From an optimization exercise on the open Yosys and OpenROAD flow, aimed at small area, a short achievable clock period and few clock cycles per item; shortcuts taken in it are not production practice. Where RTL was checked, it was by simulation tests only, not by an equivalence proof against the original. Power and IR drop assume default switching activity.

==> flow/design.v <==
`timescale 1ns/1ps
package des_pkg;
  typedef enum logic [1:0] {IDLE, ROUND, DONE} ctrl_state_e;
  typedef enum logic {MODE_ENC, MODE_DEC} des_mode_e;
  typedef logic [1:64]  block_t;
  typedef logic [1:32]   half_t;
  typedef logic [1:48] subkey_t;
  typedef logic [5-1:0] round_t;
  localparam logic [511:0] IP_TAB_P = {
    256'h3a322a221a120a023c342c241c140c043e362e261e160e064038302820181008,
    256'h39312921191109013b332b231b130b033d352d251d150d053f372f271f170f07};
  function automatic int IP_AT(input int i);
    IP_AT = IP_TAB_P[(64 - i) * 8 +: 8];
  endfunction
  localparam logic [511:0] FP_TAB_P = {
    256'h280830103818402027072f0f37173f1f26062e0e36163e1e25052d0d35153d1d,
    256'h24042c0c34143c1c23032b0b33133b1b22022a0a32123a1a2101290931113919};
  function automatic int FP_AT(input int i);
    FP_AT = FP_TAB_P[(64 - i) * 8 +: 8];
  endfunction
  localparam logic [383:0] E_TAB_P = {
    256'h20010203040504050607080908090a0b0c0d0c0d0e0f10111011121314151415,
    128'h1617181918191a1b1c1d1c1d1e1f2001};
  function automatic int E_AT(input int i);
    E_AT = E_TAB_P[(48 - i) * 8 +: 8];
  endfunction
  localparam logic [255:0] P_TAB_P = {
    256'h100714151d0c1c11010f171a05121f0a0208180e201b0309130d1e06160b0419};
  function automatic int P_AT(input int i);
    P_AT = P_TAB_P[(32 - i) * 8 +: 8];
  endfunction
  localparam logic [447:0] PC1_TAB_P = {
    256'h39312921191109013a322a221a120a023b332b231b130b033c342c243f372f27,
    192'h1f170f073e362e261e160e063d352d251d150d051c140c04};
  function automatic int PC1_AT(input int i);
    PC1_AT = PC1_TAB_P[(56 - i) * 8 +: 8];
  endfunction
  localparam logic [383:0] PC2_TAB_P = {
    256'h0e110b180105031c0f06150a17130c041a0810071b140d0229341f252f371e28,
    128'h332d21302c31273822352e2a32241d20};
  function automatic int PC2_AT(input int i);
    PC2_AT = PC2_TAB_P[(48 - i) * 8 +: 8];
  endfunction
  localparam logic [2047:0] SBOX_TAB_P = {
    256'he4d12fb83a6c59070f74e2d1a6cb953841e8d62bfc973a50fc8249175b3ea06d,
    256'hf18e6b34972dc05a3d47f28ec01a69b50e7ba4d158c6932fd8a13f42b67c05e9,
    256'ha09e63f51dc7b428d709346a285ecbf1d6498f30b12c5ae71ad069874fe3b52c,
    256'h7de3069a1285bc4fd8b56f03472c1ae9a690cb7df13e52843f06a1d8945bc72e,
    256'h2c417ab6853fd0e9eb2c47d150fa3986421bad78f9c5630eb8c71e2d6f09a453,
    256'hc1af92680d34e75baf427c9561de0b389ef528c3704a1db6432c95fabe17608d,
    256'h4b2ef08d3c975a61d0b7491ae35c2f8614bdc37eaf6805926bd814a7950fe23c,
    256'hd2846fb1a93e50c71fd8a374c56b0e927b419ce206adf35821e74a8dfc90356b};
  function automatic logic [3:0] SBOX_AT(input int box, input logic [5:0] idx);
    SBOX_AT = SBOX_TAB_P[(511 - ((box - 1) * 64 + idx)) * 4 +: 4];
  endfunction
  localparam logic [31:0] SHIFT_TAB_P = 32'b01_01_10_10_10_10_10_10_01_10_10_10_10_10_10_01;
  function automatic logic [1:0] SHIFT_AT(input int i);
    SHIFT_AT = SHIFT_TAB_P[(16 - i) * 2 +: 2];
  endfunction
endpackage
`timescale 1ns/1ps
`timescale 1ns/1ps
`timescale 1ns/1ps
`timescale 1ns/1ps
`timescale 1ns/1ps
module des_core (
  input  logic            clk,
  input  logic            rst,
  input  logic            start,
  input  logic            decrypt,
  input  des_pkg::block_t block_in,
  input  des_pkg::block_t key_in,
  output logic            busy,
  output logic            done,
  output des_pkg::block_t block_out
);
  logic        busy_q;
  logic        done_q;
  logic [3:0]  cnt_q;
  logic        dec_q;
  logic [1:32] l_q, r_q;
  logic [1:28] c_q, d_q;
  always_ff @(posedge clk) begin
    if (rst) begin
      busy_q <= 1'b0;
      done_q <= 1'b0;
      cnt_q  <= 4'd0;
    end else begin
      done_q <= busy_q && (cnt_q == 4'd15);
      if (!busy_q) begin
        cnt_q <= 4'd0;
        if (start) busy_q <= 1'b1;
      end else begin
        cnt_q <= cnt_q + 4'd1;
        if (cnt_q == 4'd15) busy_q <= 1'b0;
      end
    end
  end
  always_ff @(posedge clk) begin
    if (!busy_q) dec_q <= decrypt;
  end
  assign busy = busy_q;
  assign done = done_q;
  logic [1:56] pc1_k;
  logic [1:28] c_nxt, d_nxt;
  logic        ld_e, ld_d, sh_l1, sh_l2, sh_r1, sh_r2, sh_one;
  always_comb begin
    for (int i = 1; i <= 56; i++) pc1_k[i] = key_in[des_pkg::PC1_AT(i)];
  end
  assign sh_one = (cnt_q == 4'd0) || (cnt_q == 4'd7) || (cnt_q == 4'd14);
  assign ld_e   = !busy_q && !decrypt;
  assign ld_d   = !busy_q &&  decrypt;
  assign sh_l1  = busy_q && !dec_q &&  sh_one;
  assign sh_l2  = busy_q && !dec_q && !sh_one;
  assign sh_r1  = busy_q &&  dec_q &&  sh_one;
  assign sh_r2  = busy_q &&  dec_q && !sh_one;
  function automatic logic [1:28] next_half(input logic [1:28] q, input logic [1:28] k);
    logic [1:28] y;
    y = ({28{ld_e }} & {k[2:28], k[1]})
      | ({28{ld_d }} & k)
      | ({28{sh_l1}} & {q[2:28], q[1]})
      | ({28{sh_l2}} & {q[3:28], q[1:2]})
      | ({28{sh_r1}} & {q[28], q[1:27]})
      | ({28{sh_r2}} & {q[27:28], q[1:26]});
    next_half = y;
  endfunction
  assign c_nxt = next_half(c_q, pc1_k[1:28]);
  assign d_nxt = next_half(d_q, pc1_k[29:56]);
  always_ff @(posedge clk) begin
    c_q <= c_nxt;
    d_q <= d_nxt;
  end
  logic [1:56] cd;
  logic [1:48] subkey, x_mix;
  logic [1:32] s_out, f_out;
  assign cd = {c_q, d_q};
  always_comb begin
    for (int i = 1; i <= 48; i++) begin
      subkey[i] = cd[des_pkg::PC2_AT(i)];
      x_mix[i]  = r_q[des_pkg::E_AT(i)] ^ subkey[i];
    end
  end
  always_comb begin : sbox_lookup
    logic [5:0] grp;
    for (int s = 0; s < 8; s++) begin
      grp = x_mix[6*s+1 +: 6];
      s_out[4*s+1 +: 4] = des_pkg::SBOX_AT(s+1, {grp[5], grp[0], grp[4:1]});
    end
  end
  always_comb begin
    for (int i = 1; i <= 32; i++) f_out[i] = s_out[des_pkg::P_AT(i)];
  end
  logic [1:64] ip_blk, pre_out;
  always_comb begin
    for (int i = 1; i <= 64; i++) ip_blk[i] = block_in[des_pkg::IP_AT(i)];
  end
  always_ff @(posedge clk) begin
    l_q <= busy_q ? r_q : ip_blk[1:32];
    r_q <= (busy_q ? l_q : ip_blk[33:64]) ^ (f_out & {32{busy_q}});
  end
  assign pre_out = {r_q, l_q};
  always_comb begin
    for (int i = 1; i <= 64; i++) block_out[i] = pre_out[des_pkg::FP_AT(i)];
  end
endmodule
clock: 5.5 ns
lec_check: 0
cap_margin: 20
core_margin: 2
core_utilization: 55
cts_buf_list: sky130_fd_sc_hd__clkbuf_4 sky130_fd_sc_hd__clkbuf_8
setup_slack_margin: 3.3
slew_margin: 20
standard.sh (not shown) runs the stock make flow with config.mk's settings and CLKGATE_MAP_FILE= SYNTH_SCRIPT=/design/flow/synth_recipe.tcl, a recipe that flattens the netlist after the stock synthesis.
==> flow/flow/run.sh <==
#!/bin/bash
# Own flow: the standard layout (standard.sh) with three changes.
#  - Synthesis: ABC maps for area (area.abc: strash; dch -f; map -a, twice) in place of
#    ORFS's speed script, which sizes every gate up for a 5.5 ps target (the
#    SDC period in ns read as ps). repair_timing sizes the real critical paths
#    after placement instead.
#  - Synthesis: Yosys's adder extraction is skipped, so the XORs stay with ABC.
#  - Placement: the port buffers are buf_1 instead of the resizer's own pick.
# Registers, their names and cells are those of the standard synthesis.
# Each tool's full output is in orfs/logs/; make's own output in flow_make.log.
set -euo pipefail
W=$(pwd)
F=$W/flow
cat > "$W/own_synth.tcl" <<EOT
proc abc {args} {
  set i [lsearch \$args -script]
  if {\$i >= 0} { lset args [expr {\$i + 1}] $F/area.abc }
  yosys abc {*}\$args
}
proc extract_fa {args} { puts "own flow: adder extraction skipped" }
source $W/synth_recipe.tcl
EOT
bash "$W/standard.sh" SYNTH_SCRIPT="$W/own_synth.tcl" \
  "BUFFER_PORTS_ARGS=-buffer_cell sky130_fd_sc_hd__buf_1" finish > "$W/flow_make.log" 2>&1
==> flow/flow/area.abc <==
strash
dch -f
map -a
strash
dch -f
map -a
The first run finished with timing, DRC and antenna clean.
Edit:
--- a/flow/design.v
+++ b/flow/design.v
@@ -101,32 +101,26 @@
   end
   assign busy = busy_q;
   assign done = done_q;
   logic [1:56] pc1_k;
-  logic [1:28] c_nxt, d_nxt;
-  logic        ld_e, ld_d, sh_l1, sh_l2, sh_r1, sh_r2, sh_one;
+  logic [1:28] c_src, d_src, c_nxt, d_nxt;
+  logic        rot_left, rot_two;
   always_comb begin
     for (int i = 1; i <= 56; i++) pc1_k[i] = key_in[des_pkg::PC1_AT(i)];
   end
-  assign sh_one = (cnt_q == 4'd0) || (cnt_q == 4'd7) || (cnt_q == 4'd14);
-  assign ld_e   = !busy_q && !decrypt;
-  assign ld_d   = !busy_q &&  decrypt;
-  assign sh_l1  = busy_q && !dec_q &&  sh_one;
-  assign sh_l2  = busy_q && !dec_q && !sh_one;
-  assign sh_r1  = busy_q &&  dec_q &&  sh_one;
-  assign sh_r2  = busy_q &&  dec_q && !sh_one;
-  function automatic logic [1:28] next_half(input logic [1:28] q, input logic [1:28] k);
-    logic [1:28] y;
-    y = ({28{ld_e }} & {k[2:28], k[1]})
-      | ({28{ld_d }} & k)
-      | ({28{sh_l1}} & {q[2:28], q[1]})
-      | ({28{sh_l2}} & {q[3:28], q[1:2]})
-      | ({28{sh_r1}} & {q[28], q[1:27]})
-      | ({28{sh_r2}} & {q[27:28], q[1:26]});
-    next_half = y;
-  endfunction
-  assign c_nxt = next_half(c_q, pc1_k[1:28]);
-  assign d_nxt = next_half(d_q, pc1_k[29:56]);
+  assign c_src = busy_q ? c_q : {pc1_k[28], pc1_k[1:27]};
+  assign d_src = busy_q ? d_q : {pc1_k[56], pc1_k[29:55]};
+  assign rot_left = busy_q ? !dec_q : 1'b1;
+  assign rot_two  = busy_q ? !(cnt_q == 4'd0 || cnt_q == 4'd7 || cnt_q == 4'd14) : !decrypt;
+  always_comb begin
+    if (rot_left) begin
+      c_nxt = rot_two ? {c_src[3:28], c_src[1:2]} : {c_src[2:28], c_src[1]};
+      d_nxt = rot_two ? {d_src[3:28], d_src[1:2]} : {d_src[2:28], d_src[1]};
+    end else begin
+      c_nxt = rot_two ? {c_src[27:28], c_src[1:26]} : {c_src[28], c_src[1:27]};
+      d_nxt = rot_two ? {d_src[27:28], d_src[1:26]} : {d_src[28], d_src[1:27]};
+    end
+  end
   always_ff @(posedge clk) begin
     c_q <= c_nxt;
     d_q <= d_nxt;
   end
What happened: Combinational power hardly moves; routed wire length fell by 11%; final area drops by 3.9%; setup slack improves by 44 ps; power decreases by 2.2%; clock power shrinks by 13%; count of clock-buffer cells in the layout came out higher by 1; hold slack loses 13 ps; core utilization fell by 3.2 points.
Testbench counts after the change, summed over its fixed seeds: cycles 34,824, blocks 2,048.
The RTL of the first run of this note was laid out without a check of its function.

[static timing again, ports no longer ideal]
Ports are ideal in the flow. The routed layouts listed here were re-timed in OpenROAD. Step 1: set_driving_cell puts a clkbuf_16 on clk and a buf_2 on each other input, an assumption about the parent block. Step 2 adds t to the input delays and takes it off the output delays; t is the mean of the earliest and latest rising clock arrival at the registers after step 1. Input paths then give back, and output paths get back, about the clock's delay inside the block. Three values: no drivers, after step 1, after step 2; two values: the first two.
run | shift t [ns] | setup slack, ns | worst slew at a driven data input, ns | cell pins on the clock port's net
the first run | 0.505 | 3.255 / 3.255 / 3.022 | 0.05 | 1
the second run | 0.492 | 3.299 / 3.258 / 2.928 | 0.05 | 1
After both steps every run listed still meets setup and hold. The setup slack of the second run, which loses most, moves by -0.041 ns with the drivers and by -0.371 ns with both steps.
